Context: an optimization exercise on an open-source flow, tuned for small area, a short achievable clock period and few clock cycles per item. The choices shown serve that exercise and are no tape-out recipe.
The RTL was checked by simulation tests, not by an equivalence proof against the original design.
No activity file was given, so power comes from the tool's default toggle rates.

## flow/config.mk

```make
export PLATFORM = sky130hd
export DESIGN_NAME = digraph_letter_sentence_histogram
export DESIGN_NICKNAME = digraph_letter_sentence_histogram
export VERILOG_FILES = /design/flow/design.v
export SDC_FILE = /design/flow/constraint.sdc
export NUM_CORES = 4
export LEC_CHECK = 0
export CAP_MARGIN = 20
export CORE_MARGIN = 2
export CORE_UTILIZATION = 40
export SLEW_MARGIN = 20
```

## flow/constraint.sdc

```tcl
create_clock -name core_clock -period 6.0 [get_ports {aclk}]
set_input_delay 1.2000 -clock core_clock [delete_from_list [all_inputs] [get_ports {aclk}]]
set_output_delay 1.2000 -clock core_clock [all_outputs]
set_load 0.01 [all_outputs]
```

## flow/design.v

```verilog
package dlsh_pkg;
    localparam int NUM_LETTERS_DEF = 36;
    localparam int COUNT_WIDTH_DEF = 16;
    localparam logic [15:0] CH_NUL   = 16'h0000;
    localparam logic [15:0] CH_LF    = 16'h000A;
    localparam logic [15:0] CH_FF    = 16'h000C;
    localparam logic [15:0] CH_CR    = 16'h000D;
    localparam logic [15:0] CH_SPACE = 16'h0020;
    localparam logic [15:0] CH_DOT   = 16'h002E;
    localparam logic [15:0] CH_QMARK = 16'h003F;
    typedef enum logic [2:0] {
        ST_IDLE,
        ST_EVAL,
        ST_CLASS,
        ST_PEND_WR,
        ST_BUMP_WR,
        ST_EMIT_RD,
        ST_EMIT_LD
    } dlsh_state_t;
    typedef enum logic [2:0] {
        RS_PEND,
        RS_SINGLE,
        RS_LETTER,
        RS_EMIT,
        RS_EMIT_NEXT
    } dlsh_rd_sel_t;
    typedef struct packed {
        logic         load_item;
        logic         rd_en;
        dlsh_rd_sel_t rd_sel;
        logic         bump_wr;
        logic         grow;
        logic         clr_pending;
        logic         set_pending;
        logic         set_prev;
        logic         emit_load;
        logic         clr_len;
    } dlsh_cmd_t;
    typedef struct packed {
        logic func;
        logic pend_valid;
        logic pend_match;
        logic is_end;
        logic is_skip;
        logic is_null;
        logic is_letter;
        logic is_lead;
        logic len_zero;
        logic out_free;
        logic emit_last;
    } dlsh_status_t;
    typedef struct packed {
        logic       hit;
        logic       lead;
        logic [5:0] pos;
    } dlsh_letter_t;
    function automatic dlsh_letter_t letter_lookup(input logic [15:0] c);
        dlsh_letter_t r;
        r = '0;
        r.hit = 1'b1;
        case (c)
            16'h0041, 16'h0061: r.pos = 6'd0;
            16'h0042, 16'h0062: r.pos = 6'd1;
            16'h0043, 16'h0063: r.pos = 6'd2;
            16'h00C7, 16'h00E7: r.pos = 6'd3;
            16'h0044, 16'h0064: begin r.pos = 6'd5;  r.lead = 1'b1; end
            16'h0045, 16'h0065: r.pos = 6'd6;
            16'h00CB, 16'h00EB: r.pos = 6'd7;
            16'h0046, 16'h0066: r.pos = 6'd8;
            16'h0047, 16'h0067: begin r.pos = 6'd10; r.lead = 1'b1; end
            16'h0048, 16'h0068: r.pos = 6'd11;
            16'h0049, 16'h0069: r.pos = 6'd12;
            16'h004A, 16'h006A: r.pos = 6'd13;
            16'h004B, 16'h006B: r.pos = 6'd14;
            16'h004C, 16'h006C: begin r.pos = 6'd16; r.lead = 1'b1; end
            16'h004D, 16'h006D: r.pos = 6'd17;
            16'h004E, 16'h006E: begin r.pos = 6'd19; r.lead = 1'b1; end
            16'h004F, 16'h006F: r.pos = 6'd20;
            16'h0050, 16'h0070: r.pos = 6'd21;
            16'h0051, 16'h0071: r.pos = 6'd22;
            16'h0052, 16'h0072: begin r.pos = 6'd24; r.lead = 1'b1; end
            16'h0053, 16'h0073: begin r.pos = 6'd26; r.lead = 1'b1; end
            16'h0054, 16'h0074: begin r.pos = 6'd28; r.lead = 1'b1; end
            16'h0055, 16'h0075: r.pos = 6'd29;
            16'h0056, 16'h0076: r.pos = 6'd30;
            16'h0058, 16'h0078: begin r.pos = 6'd32; r.lead = 1'b1; end
            16'h0059, 16'h0079: r.pos = 6'd33;
            16'h005A, 16'h007A: begin r.pos = 6'd35; r.lead = 1'b1; end
            default:            r.hit = 1'b0;
        endcase
        letter_lookup = r;
    endfunction
    function automatic logic digraph_second(input logic [5:0] pos, input logic [15:0] c);
        logic r;
        r = 1'b0;
        case (pos)
            6'd5, 6'd26, 6'd28, 6'd32, 6'd35: r = (c == 16'h0048) || (c == 16'h0068);
            6'd10, 6'd19:                      r = (c == 16'h004A) || (c == 16'h006A);
            6'd16:                             r = (c == 16'h004C) || (c == 16'h006C);
            6'd24:                             r = (c == 16'h0052) || (c == 16'h0072);
            default:                           r = 1'b0;
        endcase
        digraph_second = r;
    endfunction
endpackage
module dlsh_dp #(
    parameter int NUM_LETTERS = dlsh_pkg::NUM_LETTERS_DEF,
    parameter int COUNT_WIDTH = dlsh_pkg::COUNT_WIDTH_DEF
) (
    input  logic                   aclk,
    input  logic                   aresetn,
    input  logic                   s_func,
    input  logic [15:0]            s_char_code,
    input  dlsh_pkg::dlsh_cmd_t    cmd,
    output dlsh_pkg::dlsh_status_t status,
    input  logic                   m_ready,
    output logic                   m_valid,
    output logic [5:0]             m_letter_index,
    output logic [15:0]            m_letter_count,
    output logic [15:0]            m_sentence_length,
    output logic                   m_last
);
    localparam int AW = $clog2(NUM_LETTERS);
    localparam logic [AW-1:0] LAST_IDX = AW'(NUM_LETTERS - 1);
    localparam logic [COUNT_WIDTH-1:0] CMAX = '1;
    logic                   func_reg;
    logic [15:0]            char_reg;
    logic [15:0]            len_reg;
    logic [15:0]            prev_reg;
    logic                   pend_valid_reg;
    logic [5:0]             pend_idx_reg;
    logic [AW-1:0]          emit_idx_reg;
    logic [COUNT_WIDTH-1:0] count_mem [NUM_LETTERS];
    logic [NUM_LETTERS-1:0] valid_reg;
    logic [COUNT_WIDTH-1:0] rd_data_reg;
    logic [AW-1:0]          rd_addr_reg;
    logic                   m_valid_reg;
    logic [5:0]             m_index_reg;
    logic [15:0]            m_count_reg;
    logic [15:0]            m_len_reg;
    logic                   m_last_reg;
    dlsh_pkg::dlsh_letter_t           letter;
    logic [AW-1:0]          rd_addr;
    logic [COUNT_WIDTH-1:0] bump_val;
    logic                   emit_last;
    assign letter    = dlsh_pkg::letter_lookup(char_reg);
    assign emit_last = (emit_idx_reg == LAST_IDX);
    assign bump_val  = (rd_data_reg == CMAX) ? rd_data_reg
                                             : rd_data_reg + COUNT_WIDTH'(1);
    always_comb begin
        status            = '0;
        status.func       = func_reg;
        status.pend_valid = pend_valid_reg;
        status.pend_match = pend_valid_reg && !func_reg
                            && dlsh_pkg::digraph_second(pend_idx_reg, char_reg);
        status.is_end     = ((char_reg == dlsh_pkg::CH_DOT) && (prev_reg != dlsh_pkg::CH_DOT))
                            || ((char_reg == dlsh_pkg::CH_QMARK) && (prev_reg != dlsh_pkg::CH_QMARK));
        status.is_skip    = (char_reg == dlsh_pkg::CH_LF) || (char_reg == dlsh_pkg::CH_FF)
                            || (char_reg == dlsh_pkg::CH_CR)
                            || ((char_reg == dlsh_pkg::CH_SPACE) && (len_reg == 16'd0))
                            || ((prev_reg == dlsh_pkg::CH_DOT) && (char_reg == dlsh_pkg::CH_DOT));
        status.is_null    = (char_reg == dlsh_pkg::CH_NUL);
        status.is_letter  = letter.hit;
        status.is_lead    = letter.lead;
        status.len_zero   = (len_reg == 16'd0);
        status.out_free   = !m_valid_reg || m_ready;
        status.emit_last  = emit_last;
    end
    always_comb begin
        case (cmd.rd_sel)
            dlsh_pkg::RS_PEND:      rd_addr = AW'(pend_idx_reg);
            dlsh_pkg::RS_SINGLE:    rd_addr = AW'(pend_idx_reg - 6'd1);
            dlsh_pkg::RS_LETTER:    rd_addr = AW'(letter.pos);
            dlsh_pkg::RS_EMIT:      rd_addr = emit_idx_reg;
            dlsh_pkg::RS_EMIT_NEXT: rd_addr = emit_idx_reg + AW'(1);
            default:      rd_addr = '0;
        endcase
    end
    always_ff @(posedge aclk) begin
        if (cmd.load_item) begin
            func_reg <= s_func;
            char_reg <= s_char_code;
        end
    end
    always_ff @(posedge aclk) begin
        if (cmd.rd_en) begin
            rd_data_reg <= valid_reg[rd_addr] ? count_mem[rd_addr] : '0;
            rd_addr_reg <= rd_addr;
        end
        if (cmd.bump_wr) begin
            count_mem[rd_addr_reg] <= bump_val;
        end
    end
    always_ff @(posedge aclk) begin
        if (!aresetn) begin
            valid_reg <= '0;
        end else begin
            if (cmd.bump_wr) begin
                valid_reg[rd_addr_reg] <= 1'b1;
            end
            if (cmd.emit_load) begin
                valid_reg[emit_idx_reg] <= 1'b0;
            end
        end
    end
    always_ff @(posedge aclk) begin
        if (!aresetn) begin
            len_reg        <= '0;
            prev_reg       <= '0;
            pend_valid_reg <= 1'b0;
            pend_idx_reg   <= '0;
            emit_idx_reg   <= '0;
        end else begin
            if (cmd.clr_len) begin
                len_reg <= '0;
            end else if (cmd.grow && (len_reg != 16'hFFFF)) begin
                len_reg <= len_reg + 16'd1;
            end
            if (cmd.set_prev) begin
                prev_reg <= char_reg;
            end
            if (cmd.set_pending) begin
                pend_valid_reg <= 1'b1;
                pend_idx_reg   <= letter.pos;
            end else if (cmd.clr_pending) begin
                pend_valid_reg <= 1'b0;
            end
            if (cmd.emit_load) begin
                emit_idx_reg <= emit_last ? '0 : emit_idx_reg + AW'(1);
            end
        end
    end
    always_ff @(posedge aclk) begin
        if (!aresetn) begin
            m_valid_reg <= 1'b0;
        end else if (cmd.emit_load) begin
            m_valid_reg <= 1'b1;
        end else if (m_ready) begin
            m_valid_reg <= 1'b0;
        end
    end
    always_ff @(posedge aclk) begin
        if (cmd.emit_load) begin
            m_index_reg <= 6'(emit_idx_reg);
            m_count_reg <= 16'(rd_data_reg);
            m_len_reg   <= len_reg;
            m_last_reg  <= emit_last;
        end
    end
    assign m_valid           = m_valid_reg;
    assign m_letter_index    = m_index_reg;
    assign m_letter_count    = m_count_reg;
    assign m_sentence_length = m_len_reg;
    assign m_last            = m_last_reg;
endmodule
module dlsh_ctrl (
    input  logic                   aclk,
    input  logic                   aresetn,
    input  logic                   s_valid,
    output logic                   s_ready,
    input  dlsh_pkg::dlsh_status_t status,
    output dlsh_pkg::dlsh_cmd_t    cmd
);
    dlsh_pkg::dlsh_state_t state_reg;
    dlsh_pkg::dlsh_state_t state_next;
    always_ff @(posedge aclk) begin
        if (!aresetn) begin
            state_reg <= dlsh_pkg::ST_IDLE;
        end else begin
            state_reg <= state_next;
        end
    end
    always_comb begin
        cmd        = '0;
        s_ready    = 1'b0;
        state_next = state_reg;
        case (state_reg)
            dlsh_pkg::ST_IDLE: begin
                s_ready = 1'b1;
                if (s_valid) begin
                    cmd.load_item = 1'b1;
                    state_next    = dlsh_pkg::ST_EVAL;
                end
            end
            dlsh_pkg::ST_EVAL, dlsh_pkg::ST_CLASS: begin
                if ((state_reg == dlsh_pkg::ST_EVAL) && status.pend_valid) begin
                    cmd.clr_pending = 1'b1;
                    cmd.rd_en       = 1'b1;
                    if (status.pend_match) begin
                        cmd.rd_sel = dlsh_pkg::RS_PEND;
                        cmd.grow   = 1'b1;
                        state_next = dlsh_pkg::ST_BUMP_WR;
                    end else begin
                        cmd.rd_sel = dlsh_pkg::RS_SINGLE;
                        state_next = dlsh_pkg::ST_PEND_WR;
                    end
                end else if (status.func) begin
                    state_next = status.len_zero ? dlsh_pkg::ST_IDLE : dlsh_pkg::ST_EMIT_RD;
                end else if (status.is_end) begin
                    cmd.grow     = 1'b1;
                    cmd.set_prev = 1'b1;
                    state_next   = dlsh_pkg::ST_EMIT_RD;
                end else if (status.is_skip) begin
                    cmd.set_prev = 1'b1;
                    state_next   = dlsh_pkg::ST_IDLE;
                end else if (status.is_null) begin
                    state_next = dlsh_pkg::ST_IDLE;
                end else begin
                    cmd.grow   = 1'b1;
                    state_next = dlsh_pkg::ST_IDLE;
                    if (status.is_letter) begin
                        cmd.set_prev = 1'b1;
                        if (status.is_lead) begin
                            cmd.set_pending = 1'b1;
                        end else begin
                            cmd.rd_en  = 1'b1;
                            cmd.rd_sel = dlsh_pkg::RS_LETTER;
                            state_next = dlsh_pkg::ST_BUMP_WR;
                        end
                    end
                end
            end
            dlsh_pkg::ST_PEND_WR: begin
                cmd.bump_wr = 1'b1;
                state_next  = dlsh_pkg::ST_CLASS;
            end
            dlsh_pkg::ST_BUMP_WR: begin
                cmd.bump_wr = 1'b1;
                state_next  = dlsh_pkg::ST_IDLE;
            end
            dlsh_pkg::ST_EMIT_RD: begin
                cmd.rd_en  = 1'b1;
                cmd.rd_sel = dlsh_pkg::RS_EMIT;
                state_next = dlsh_pkg::ST_EMIT_LD;
            end
            dlsh_pkg::ST_EMIT_LD: begin
                if (status.out_free) begin
                    cmd.emit_load = 1'b1;
                    if (status.emit_last) begin
                        cmd.clr_len = 1'b1;
                        state_next  = dlsh_pkg::ST_IDLE;
                    end else begin
                        cmd.rd_en  = 1'b1;
                        cmd.rd_sel = dlsh_pkg::RS_EMIT_NEXT;
                    end
                end
            end
            default: begin
                state_next = dlsh_pkg::ST_IDLE;
            end
        endcase
    end
endmodule
module digraph_letter_sentence_histogram #(
    parameter int NUM_LETTERS = dlsh_pkg::NUM_LETTERS_DEF,
    parameter int COUNT_WIDTH = dlsh_pkg::COUNT_WIDTH_DEF
) (
    input  logic        aclk,
    input  logic        aresetn,
    input  logic        s_valid,
    output logic        s_ready,
    input  logic        s_func,
    input  logic [15:0] s_char_code,
    output logic        m_valid,
    input  logic        m_ready,
    output logic [5:0]  m_letter_index,
    output logic [15:0] m_letter_count,
    output logic [15:0] m_sentence_length,
    output logic        m_last
);
    dlsh_pkg::dlsh_cmd_t    cmd;
    dlsh_pkg::dlsh_status_t status;
    dlsh_ctrl u_ctrl (
        .aclk    (aclk),
        .aresetn (aresetn),
        .s_valid (s_valid),
        .s_ready (s_ready),
        .status  (status),
        .cmd     (cmd)
    );
    dlsh_dp #(
        .NUM_LETTERS (NUM_LETTERS),
        .COUNT_WIDTH (COUNT_WIDTH)
    ) u_dp (
        .aclk              (aclk),
        .aresetn           (aresetn),
        .s_func            (s_func),
        .s_char_code       (s_char_code),
        .cmd               (cmd),
        .status            (status),
        .m_ready           (m_ready),
        .m_valid           (m_valid),
        .m_letter_index    (m_letter_index),
        .m_letter_count    (m_letter_count),
        .m_sentence_length (m_sentence_length),
        .m_last            (m_last)
    );
endmodule
```

## flow/run.sh

```bash
#!/bin/bash
# synth_recipe.tcl (not shown) runs the flow's synth.tcl, then flattens the netlist and writes it again
# the make line also repeats each setting of config.mk as NAME=value (left out here)
make -C /OpenROAD-flow-scripts/flow DESIGN_CONFIG=/design/flow/config.mk WORK_HOME=/design/flow/orfs CLKGATE_MAP_FILE= SYNTH_SCRIPT=/design/flow/synth_recipe.tcl finish
```

==> results.json <==
{
  "pwr-share-comb_pct": 1.7,
  "drc": 0,
  "cp.required_ns": 6.45,
  "max_cap_viol_count": 0,
  "grt_max_degree": 121,
  "report.power.total_mw": 10.9,
  "syn_inst": 2464,
  "cts_made_buffers": 82,
  "p_per_area_nw_per_um2": 299,
  "nets": 2583,
  "syn_nets": 2507,
  "firstDrtPassIters": 6,
  "syn_area_um2": 31500,
  "finalNonFillerCells": 3642,
  "p_int_mw": 8.75,
  "cp-start-kind": "register",
  "cts_setup_buffers": 0,
  "sw_frac_of_total_pct": 19.9,
  "status": "finished clean",
  "viasPerCell": 5.65,
  "cts_hold_buffers": 0,
  "rsz0062_at_grt": "false",
  "ys_types": 78,
  "reg2reg_slack_ns": 0.69,
  "cp-endpoint": "u_dp.rd_data_reg[8]$_SDFFCE_PN0P_",
  "core_um2": 77700,
  "hpwl_um": 51100,
  "pwr-share-seq_pct": 51.5,
  "dieArea_um2": 81000,
  "htreeDepth": 3,
  "drv_slew": 0,
  "timing.hold.ws_ns": 0.459,
  "gp_congestion": 0.896,
  "dp.cells": 3491,
  "fin_tns_setup_ns": 0,
  "wl_per_cell_um": 22.8,
  "drive_gt1_share_pct": 13.4,
  "finClkSkew_ns": 0.0311,
  "yosysTopAreaCell": "edfxtp_1",
  "ys_seq_elements": 747,
  "cts_tree": "done",
  "clkPwrFrac_pct": 46.8,
  "drt_iter0_markers": 1914,
  "p_switching_mw": 2.18,
  "r2r-start": "u_dp.char_reg[15]$_DFFE_PP_",
  "synth_flop_cell": "edfxtp_1",
  "totalWireLength_um": 82900,
  "cts.sinks": 747,
  "yosys_warnings": 2,
  "synth_top_area_share_pct": 62.4,
  "start_util_pct": 40.5,
  "hold_class": "reg2reg",
  "fill_cells": 6815,
  "grt_pass1_vias": 20227,
  "fin_crit_sh_pct": 88.5,
  "async_flop_share_pct": 0,
  "track_usage_pct": 20.2,
  "final-hold-violation-count": 0,
  "reg2reg_depth": 14,
  "rows": 102,
  "fmax_ghz": 0.188,
  "route.vias.total": 20562,
  "ios": 62,
  "worstReg2RegEnd": "u_dp.rd_data_reg[8]$_SDFFCE_PN0P_",
  "worstPathMaxFanout": 22,
  "area_growth_pct": 16.0,
  "clkLatencyLatePin_ns": 0.64,
  "cts-resized-gates": 0,
  "clk_pin_slew_ns": 0.06,
  "end_kind": "register",
  "leakage_nw": 12.2,
  "antenna_found_initial": 1,
  "avgSynthCellArea_um2": 12.8,
  "port-buffer-count": 61,
  "grt_overflow": 0,
  "worstSetupPathType": "reg2reg",
  "ir_worst_vdd_uv": 298,
  "synth_edf_count": 654,
  "largest_reg_flops": 576,
  "arrival_ns": 5.75,
  "clockRootBuffer": "clkbuf_16",
  "synth_seq_area_share_pct": 68.3,
  "clock_path_buffers": 3,
  "diodes": 0,
  "fp.dieW_um": 285,
  "yosys-top-cells-area": "edfxtp_1 62%, dfxtp_1 5.9%, nand2_1 5.4%",
  "startpoint": "u_dp.char_reg[15]$_DFFE_PP_",
  "grt_pass1_wl_um": 125000,
  "period_minus_slack_ns": 5.31,
  "tightest_slew_ns": 1.06,
  "setup_viol": 0,
  "die_h_um": 285,
  "max_slew_margin_pct": 28.7,
  "drtAntennaViolNets": 0
}
[cells in the mapped netlist, types with 6 or more instances]
cell type / instances
nand2_1: 457
nor3_1: 54
and3_1: 69
dfxtp_1: 93
o211ai_1: 6
nand2b_1: 13
nand3b_1: 11
a221oi_1: 14
a21boi_0: 7
a211oi_1: 32
buf_1: 7
a31oi_1: 46
nor2_1: 100
mux2i_1: 58
clkbuf_1: 72
nor3b_1: 12
nand3_1: 81
nor4_2: 11
and2_1: 24
nor2b_1: 19
o21ai_0: 52
nand4_1: 13
o221a_2: 12
mux2_2: 62
buf_2: 56
or3_1: 9
a2111oi_0: 11
a22oi_1: 25
inv_1: 30
xnor2_1: 22
ha_1: 22
edfxtp_1: 654
a32o_1: 6
a311oi_1: 14
buf_4: 7
a21oi_1: 120
nor4_1: 20
o22ai_1: 50
xor2_1: 21
[stage by stage]
step | instance area [um^2] | utilization, % | worst slack [ns]
after floorplan | 31500 | - | 0.665
after global placement | 33600 | 43.3 | 0.632
after detailed placement | 33700 | 43.3 | 0.552
after CTS | 36400 | 46.8 | 0.774
after global routing | 36500 | 47.0 | 0.368
final | 36500 | 47.0 | 0.692
[layer usage]
layer	global-route usage (%)	share of wire, %	vias up
met5	0.833	0.11	-
met4	6.95	2.8	2
met3	4.31	7.6	134
met2	32.6	48	799
met1	27.0	42	10220
li1	-	-	9407
[logic make-up after synthesis]
| family | count (synthesis) | share of synthesized area [%] |
|---|---|---|
| buffers and inverters | 180 | 2.55 |
| flip-flops | 747 | 68.3 |
| AO/OA/AOI/OAI | 428 | 9.01 |
| adder cells (fa/ha/maj) | 22 | 0.874 |
| XOR/XNOR | 43 | 1.20 |
| AND/OR/NAND/NOR | 923 | 14.0 |
| multiplexers | 121 | 4.13 |
[worst min path at each step]
stage,from,to,depth (start not counted)
2_1_floorplan,u_dp.emit_idx_reg[4]$_SDFFE_PN0P_,u_dp.m_index_reg[4]$_DFFE_PP_,0
3_3_place_gp,u_dp.prev_reg[11]$_SDFFE_PN0P_,u_dp.prev_reg[11]$_SDFFE_PN0P_,1
3_5_place_dp,u_dp.prev_reg[15]$_SDFFE_PN0P_,u_dp.prev_reg[15]$_SDFFE_PN0P_,1
4_1_cts,u_dp.prev_reg[15]$_SDFFE_PN0P_,u_dp.prev_reg[15]$_SDFFE_PN0P_,1
5_1_grt,u_dp.prev_reg[15]$_SDFFE_PN0P_,u_dp.prev_reg[15]$_SDFFE_PN0P_,1
6_report,u_dp.prev_reg[12]$_SDFFE_PN0P_,u_dp.prev_reg[12]$_SDFFE_PN0P_,1
[cell type report]
class / instances / area [um^2] / share of cell area, %
Inverter: 34 / 135 / 0.370
Multi-Input combinational cell: 1537 / 9500 / 26.0
Sequential cell: 747 / 21500 / 58.9
Tap cell: 1040 / 1300 / 3.56
Timing Repair Buffer: 138 / 1360 / 3.72
Clock inverter: 44 / 572 / 1.57
Clock buffer: 102 / 2160 / 5.91
[worst max-delay path, cell delays in order, from the launching register on]
cell	delay [ns]
edfxtp_1	0.38
or4_1	0.67
nor4_2	0.46
o211ai_1	0.19
a31o_1	0.27
a211oi_2	0.51
buf_4	0.26
a211oi_4	0.10
inv_6	0.23
mux2i_1	0.11
a2111oi_0	0.81
a211o_1	0.19
o211ai_2	0.31
buf_4	0.28
nor4_1	0.31
[power groups by stage]
stage          sequential, mW  combinational [mW]  clock [mW]
2_1_floorplan            5.73               0.119           0
3_3_place_gp             5.74               0.175           0
3_5_place_dp             5.74               0.180           0
4_1_cts                  5.63               0.181        5.20
5_1_grt                  5.63               0.201        5.42
6_report                 5.63               0.183        5.12
[cells in the final DEF, fill, tap and decap left out, types with 12 or more instances in the layout]
cell type,netlist,final
edfxtp_1,654,654
a22oi_1,25,25
o22ai_1,50,50
ha_1,22,22
clkbuf_16,0,83
nor3_2,1,15
xnor2_1,22,14
nand2_1,457,455
nand4_1,13,13
xor2_1,21,19
a221oi_1,14,14
o221a_2,12,12
nor4_2,11,12
nor3_1,54,37
buf_4,7,65
a21oi_1,120,117
o21ai_0,52,51
dfxtp_1,93,93
clkdlybuf4s50_1,0,61
a311oi_1,14,14
a31oi_1,46,46
nand2b_1,13,13
mux2i_1,58,58
and3_1,69,69
nor2_1,100,93
mux2_2,62,62
nor2b_1,19,19
and2_1,24,24
a211oi_1,32,31
clkbuf_1,72,18
inv_1,30,30
bufinv_16,0,12
nand3_1,81,81
nor4_1,20,19
Testbench counts, summed over its fixed seeds: cycles 116,826, items 32,123.

separate check: timing with driven ports:
Ports are ideal in the flow. The routed layout listed here was re-timed in OpenROAD. Step 1 sets driving cells, clkbuf_16 on the clock port and buf_2 on the other inputs (assumed; they add their load-dependent delay and slew). Step 2 adds t to the input delays and takes it off the output delays; t is the mean of the earliest and latest rising clock arrival at the registers after step 1. Input paths then give back, and output paths get back, about the clock's delay inside the block. a / b / c = ideal ports / drivers / drivers and shift; a / b = the first two.
shift t [ns]: 0.694
setup WS [ns]: 0.692 / 0.692 / 0.370
worst register clock-pin slew, ns: 0.07 / 0.07
worst data-port slew with drivers (ns): 0.04
After both steps this run still meets setup and hold. For this run, drivers alone change the setup slack by 0.000 ns; drivers and shift together by -0.322 ns.
